Context: an optimization exercise on an open-source flow, tuned for small area, a short achievable clock period and few clock cycles per item. The choices shown serve that exercise and are no tape-out recipe. In this exercise RTL edits were held to simulation tests only and were not proved equivalent to the original.

== red ==
## fpu_pipe_unit
module fpu_pipe_unit #(
    parameter int EXP_W = 8,
    parameter int MAN_W = 23,
    parameter int TAG_W = 4
) (
    input  logic                 clk,
    input  logic                 rst_n,
    input  logic                 in_valid,
    output logic                 in_ready,
    input  logic [1:0]           in_op,
    input  logic [EXP_W+MAN_W:0] in_a,
    input  logic [EXP_W+MAN_W:0] in_b,
    input  logic [TAG_W-1:0]     in_tag,
    output logic                 out_valid,
    input  logic                 out_ready,
    output logic [EXP_W+MAN_W:0] out_y,
    output logic [TAG_W-1:0]     out_tag,
    output logic [3:0]           out_flags,
    output logic [3:0]           sticky,
    input  logic                 sticky_clr
);
    localparam logic [1:0] K_ZERO = 2'd0;
    localparam logic [1:0] K_INF  = 2'd1;
    localparam logic [1:0] K_NAN  = 2'd2;
    localparam logic [1:0] K_NV   = 2'd3;
    logic adv;           
    logic hv_q;          
    assign adv      = !hv_q || out_ready;
    assign in_ready = adv;
    logic        v1_q;
    logic [3:0]  tag1_q;
    logic        mul1_q;
    logic [31:0] a1_q;
    logic [8:0]  b1_q;           
    logic [35:0] f1_q;           
    logic        mzb1_q;         
    logic        stk1_q;         
    logic [4:0]  tza_in, tzb_in;
    always_comb begin
        tza_in = 5'd23;
        tzb_in = 5'd23;
        for (int i = 22; i >= 0; i--) begin
            if (in_a[i]) tza_in = 5'(i);
            if (in_b[i]) tzb_in = 5'(i);
        end
    end
    logic [11:0] one_in, two_in, neg_in;
    fpu_booth_enc u_enc (.y({1'b1, in_b[22:0]}), .one(one_in), .two(two_in), .neg(neg_in));
    always_ff @(posedge clk or negedge rst_n) begin
        if (!rst_n)   v1_q <= 1'b0;
        else if (adv) v1_q <= in_valid;
    end
    always_ff @(posedge clk) begin
        if (adv) begin
            tag1_q <= in_tag;
            mul1_q <= (in_op == 2'd2);
            a1_q   <= in_a;
            b1_q   <= {in_b[31] ^ (in_op == 2'd1), in_b[30:23]};
            f1_q   <= (in_op == 2'd2) ? {neg_in, two_in, one_in} : {13'd0, in_b[22:0]};
            mzb1_q <= (in_b[22:0] == 23'd0);
            stk1_q <= ({1'b0, tza_in} + {1'b0, tzb_in}) < 6'd20;
        end
    end
    logic       sa, sb;
    logic [7:0] ea, eb;
    logic [22:0] ma, mb;
  ...
Size in the first run: roughly 3600 cells after synthesis, roughly 260 flip-flops, about 120 I/O pins, about 0.030 sq mm of cells after synthesis.
export LEC_CHECK = 0
export ABC_AREA = 1
export CAP_MARGIN = 20
export CORE_MARGIN = 2
export CORE_UTILIZATION = 40
export SETUP_SLACK_MARGIN = 5
export SLEW_MARGIN = 20
create_clock -name core_clock -period 10.0 [get_ports {clk}]
standard.sh (not shown) runs the stock make flow with config.mk's settings and CLKGATE_MAP_FILE= SYNTH_SCRIPT=/design/flow/synth_recipe.tcl, a recipe that flattens the netlist after the stock synthesis.
==> flow/flow/run.sh <==
#!/bin/bash
# The standard layout (standard.sh), with the port buffers that
# buffer_ports inserts made of sky130_fd_sc_hd__buf_1 cells (every input and
# output port still gets its own buffer). Everything else is the standard flow's.
set -euo pipefail
sed 's|"\${@:-finish}"|BUFFER_PORTS_ARGS="-buffer_cell sky130_fd_sc_hd__buf_1" "${@:-finish}"|' standard.sh > standard_ports.sh
grep -q 'BUFFER_PORTS_ARGS="-buffer_cell sky130_fd_sc_hd__buf_1"' standard_ports.sh
bash standard_ports.sh > standard.log 2>&1
Testbench counts of red, summed over its fixed seeds: cycles 12,032, items 12,000.
Edits applied to the flow inputs when going from red to blue:
# red
export LEC_CHECK = 0
export ABC_AREA = 1
export CAP_MARGIN = 20
export CORE_MARGIN = 2
export CORE_UTILIZATION = 40
export SETUP_SLACK_MARGIN = 5
export SLEW_MARGIN = 20
create_clock -name core_clock -period 10.0 [get_ports {clk}]
# blue
export LEC_CHECK = 0
export ABC_AREA = 1
export CAP_MARGIN = 20
export CORE_MARGIN = 2
export CORE_UTILIZATION = 40
export GPL_TIMING_DRIVEN = 1
export SETUP_SLACK_MARGIN = 5
export SLEW_MARGIN = 20
create_clock -name core_clock -period 10.0 [get_ports {clk}]
==> flow/run.sh (new file) <==
#!/bin/bash
# synth_recipe.tcl (not shown) runs the flow's synth.tcl, then flattens the netlist and writes it again
# the make line also repeats each setting of config.mk as NAME=value (left out here)
make -C /OpenROAD-flow-scripts/flow DESIGN_CONFIG=/design/flow/config.mk WORK_HOME=/design/flow/orfs CLKGATE_MAP_FILE= SYNTH_SCRIPT=/design/flow/synth_recipe.tcl finish
removed: flow/flow/run.sh
removed: flow/standard.sh
- The sequential cell area share of blue falls short of that of red by 0.21 points.
- Between red and blue, the difference in final-layout worst hold slack is negligible.
- Final setup slack of the worst path, red and blue, higher one = red.
Here is what was changed in the inputs of green compared with blue.
# blue
export LEC_CHECK = 0
export ABC_AREA = 1
export CAP_MARGIN = 20
export CORE_MARGIN = 2
export CORE_UTILIZATION = 40
export GPL_TIMING_DRIVEN = 1
export SETUP_SLACK_MARGIN = 5
export SLEW_MARGIN = 20
create_clock -name core_clock -period 10.0 [get_ports {clk}]
# green
export LEC_CHECK = 0
export ABC_AREA = 1
export CAP_MARGIN = 20
export CORE_MARGIN = 2
export CORE_UTILIZATION = 40
export SETUP_SLACK_MARGIN = 5
export SLEW_MARGIN = 20
create_clock -name core_clock -period 10.0 [get_ports {clk}]
==> comparison <==
blue and green ended up with nearly the same share of the final layout cell area in multi-input gates. From green to blue, wire length did not move at all. Compared with blue, in green finished layout cell area ~0 delta; final critical-path required period roughly the same; number of design rule violations left after detail routing about even; achievable clock frequency neither gained nor lost much. Between blue and green, the total number of cells along the worst setup path figures differ only marginally. There was hardly any difference in worst setup slack between green and blue. Reported for blue and green, number of failing setup endpoints in the final timing report turned out identical to the last digit. From blue to green, standard-cell row count did not move at all. Non-filler instance count after layout: blue vs green identical.

---

fpu_pipe_unit, a different RTL version from the one above (not shown whole).
Size in the first run: ~3,600 cells after synthesis, roughly 0.030 mm^2 of cells after synthesis.
==> flow/config.mk <==
export PLATFORM = sky130hd
export DESIGN_NAME = fpu_pipe_unit
export DESIGN_NICKNAME = fpu_pipe_unit
export VERILOG_FILES = /design/flow/design.v
export SDC_FILE = /design/flow/constraint.sdc
export NUM_CORES = 4
export LEC_CHECK = 0
export ABC_AREA = 1
export CAP_MARGIN = 20
export CORE_MARGIN = 2
export CORE_UTILIZATION = 40
export SETUP_SLACK_MARGIN = 5
export SLEW_MARGIN = 20
==> flow/constraint.sdc <==
create_clock -name core_clock -period 10.0 [get_ports {clk}]
set_input_delay 2.0000 -clock core_clock [delete_from_list [all_inputs] [get_ports {clk}]]
set_output_delay 2.0000 -clock core_clock [all_outputs]
set_load 0.01 [all_outputs]
==> flow/flow/run.sh <==
#!/bin/bash
# The standard layout (standard.sh), with the port buffers that
# buffer_ports inserts made of sky130_fd_sc_hd__buf_1 cells (every input and
# output port still gets its own buffer), and timing repair without gate
# cloning. Everything else is the standard flow's.
set -euo pipefail
sed 's|"\${@:-finish}"|BUFFER_PORTS_ARGS="-buffer_cell sky130_fd_sc_hd__buf_1" SKIP_GATE_CLONING=1 "${@:-finish}"|' standard.sh > standard_ports.sh
grep -q 'SKIP_GATE_CLONING=1' standard_ports.sh
bash standard_ports.sh > standard.log 2>&1
Testbench counts at the start, summed over its fixed seeds: cycles 12,032, items 12,000.
==> next run, changes <==
==> flow/flow/run.sh (replaced) <==
#!/bin/bash
# The standard layout (standard.sh), with the port buffers that
# buffer_ports inserts made of sky130_fd_sc_hd__buf_1 cells (every input and
# output port still gets its own buffer), and timing repair limited to
# resizing, swapping pins and buffering. Everything else is the standard flow's.
set -euo pipefail
sed 's|"\${@:-finish}"|BUFFER_PORTS_ARGS="-buffer_cell sky130_fd_sc_hd__buf_1" SETUP_MOVE_SEQUENCE=unbuffer,sizeup,swap,buffer "${@:-finish}"|' standard.sh > standard_ports.sh
grep -q 'SETUP_MOVE_SEQUENCE=unbuffer,sizeup,swap,buffer' standard_ports.sh
bash standard_ports.sh > standard.log 2>&1
Effect: The new run produced a clean layout. Maximum frequency hardly moves. Cell count came out lower by 0.39%. Routed wire length came out lower by 2.0%.
==> next run, changes <==
==> flow/flow/run.sh (replaced) <==
#!/bin/bash
# The standard layout (standard.sh), with the port buffers that
# buffer_ports inserts made of sky130_fd_sc_hd__buf_1 cells (every input and
# output port still gets its own buffer). Everything else is the standard flow's.
set -euo pipefail
sed 's|"\${@:-finish}"|BUFFER_PORTS_ARGS="-buffer_cell sky130_fd_sc_hd__buf_1" "${@:-finish}"|' standard.sh > standard_ports.sh
grep -q 'BUFFER_PORTS_ARGS="-buffer_cell sky130_fd_sc_hd__buf_1"' standard_ports.sh
bash standard_ports.sh > standard.log 2>&1
Settings changed: ABC_AREA 1 to unset.
What happened: Worst setup slack loses 80 ps. Routed wire length went up by 51%. Sequential share of layout area went down by 3.7 points. Die area went up by 16%. Hold slack gains 7.0 ps. Clock-buffer cell count went up by 7. Fmax went down by 1.6%. Synthesized cell count went up by 15%. Sequential cell count is unchanged.

---

fpu_pipe_unit, a different RTL version from the one above (not shown whole).
Size: about 3500 cells after synthesis, ~0.029 mm^2 of cells after synthesis.
clock: 10.0 ns
lec_check: 0
abc_area: 1
cap_margin: 20
core_margin: 2
core_utilization: 40
place_density: 0.75
setup_slack_margin: 5
slew_margin: 20
==> flow/flow/run.sh <==
#!/bin/bash
# The standard layout (standard.sh), with the port buffers that
# buffer_ports inserts made of sky130_fd_sc_hd__buf_1 cells (every input and
# output port still gets its own buffer). Everything else is the standard flow's.
set -euo pipefail
sed 's|"\${@:-finish}"|BUFFER_PORTS_ARGS="-buffer_cell sky130_fd_sc_hd__buf_1" "${@:-finish}"|' standard.sh > standard_ports.sh
grep -q 'BUFFER_PORTS_ARGS="-buffer_cell sky130_fd_sc_hd__buf_1"' standard_ports.sh
bash standard_ports.sh > standard.log 2>&1
The starting point ran to the end with no violations.
Testbench counts at the start, summed over its fixed seeds: cycles 12,032, items 12,000.
Change:
--- a/flow/config.mk
+++ b/flow/config.mk
@@ -11,3 +11,2 @@
 export CORE_UTILIZATION = 40
-export PLACE_DENSITY = 0.75
 export SETUP_SLACK_MARGIN = 5
Sequential cell count is unchanged. Final cell count is about the same. Via count falls by about 4%. Routed wire length falls by 0.53%. Count of clock-buffer cells in the layout falls by 5. Die area is unchanged.
Change:
==> flow/run.sh (new file) <==
#!/bin/bash
# synth_recipe.tcl (not shown) runs the flow's synth.tcl, then flattens the netlist and writes it again
# the make line also repeats each setting of config.mk as NAME=value (left out here)
make -C /OpenROAD-flow-scripts/flow DESIGN_CONFIG=/design/flow/config.mk WORK_HOME=/design/flow/orfs CLKGATE_MAP_FILE= SYNTH_SCRIPT=/design/flow/synth_recipe.tcl finish
removed: flow/flow/run.sh
removed: flow/standard.sh
=> Worst hold slack loses 12 ps; worst setup slack gains 28 ps; via count came out higher by 0.65%; final area came out higher by 2.5%; routed wire length came out higher by 2.4%; area after synthesis is unchanged; clock-buffer cell count came out lower by 1; utilization came out higher by 1.1 points; clock skew came out lower by 16 ps.

==> what the ideal ports hide <==
The results above use ideal ports. As a check the final layouts listed here were re-extracted and re-timed, cells and wires unchanged. Step 1 sets driving cells, clkbuf_16 on the clock port and buf_2 on the other inputs (assumed; they add their load-dependent delay and slew). Step 2 moves the port delays by t, midway between the first and last clock arrival at a register: inputs arrive t later, outputs are due t later. That takes back most of the time a late clock gives input paths. Slacks: ideal ports / drivers / drivers and shift; pairs: ideal ports / drivers.
run	t, ns	slack for setup (ns)	hold slack, ns	worst setup path after step 2	slew at the worst register clock pin (ns)
red	0.629	5.004 / 5.004 / 5.004	0.417 / 0.417 / 0.417	register to register	0.06 / 0.06
blue	0.625	4.972 / 4.972 / 4.972	0.414 / 0.414 / 0.414	register to register	0.07 / 0.07
green	0.625	4.972 / 4.972 / 4.972	0.414 / 0.414 / 0.414	register to register	0.07 / 0.07
the first run of note 2	0.646	5.074 / 5.074 / 5.074	0.412 / 0.412 / 0.412	register to register	0.07 / 0.07
the second run of note 2	0.647	5.071 / 5.071 / 5.071	0.412 / 0.412 / 0.412	register to register	0.07 / 0.07
the third run of note 2	0.676	4.991 / 4.991 / 4.991	0.419 / 0.419 / 0.419	register to register	0.08 / 0.08
the first run of note 3	0.651	4.917 / 4.917 / 4.917	0.415 / 0.415 / 0.415	register to register	0.08 / 0.08
the second run of note 3	0.620	4.935 / 4.935 / 4.935	0.417 / 0.417 / 0.417	register to register	0.08 / 0.08
the third run of note 3	0.633	4.963 / 4.963 / 4.963	0.405 / 0.405 / 0.405	register to register	0.07 / 0.07
After both steps setup and hold are still met in every run listed.
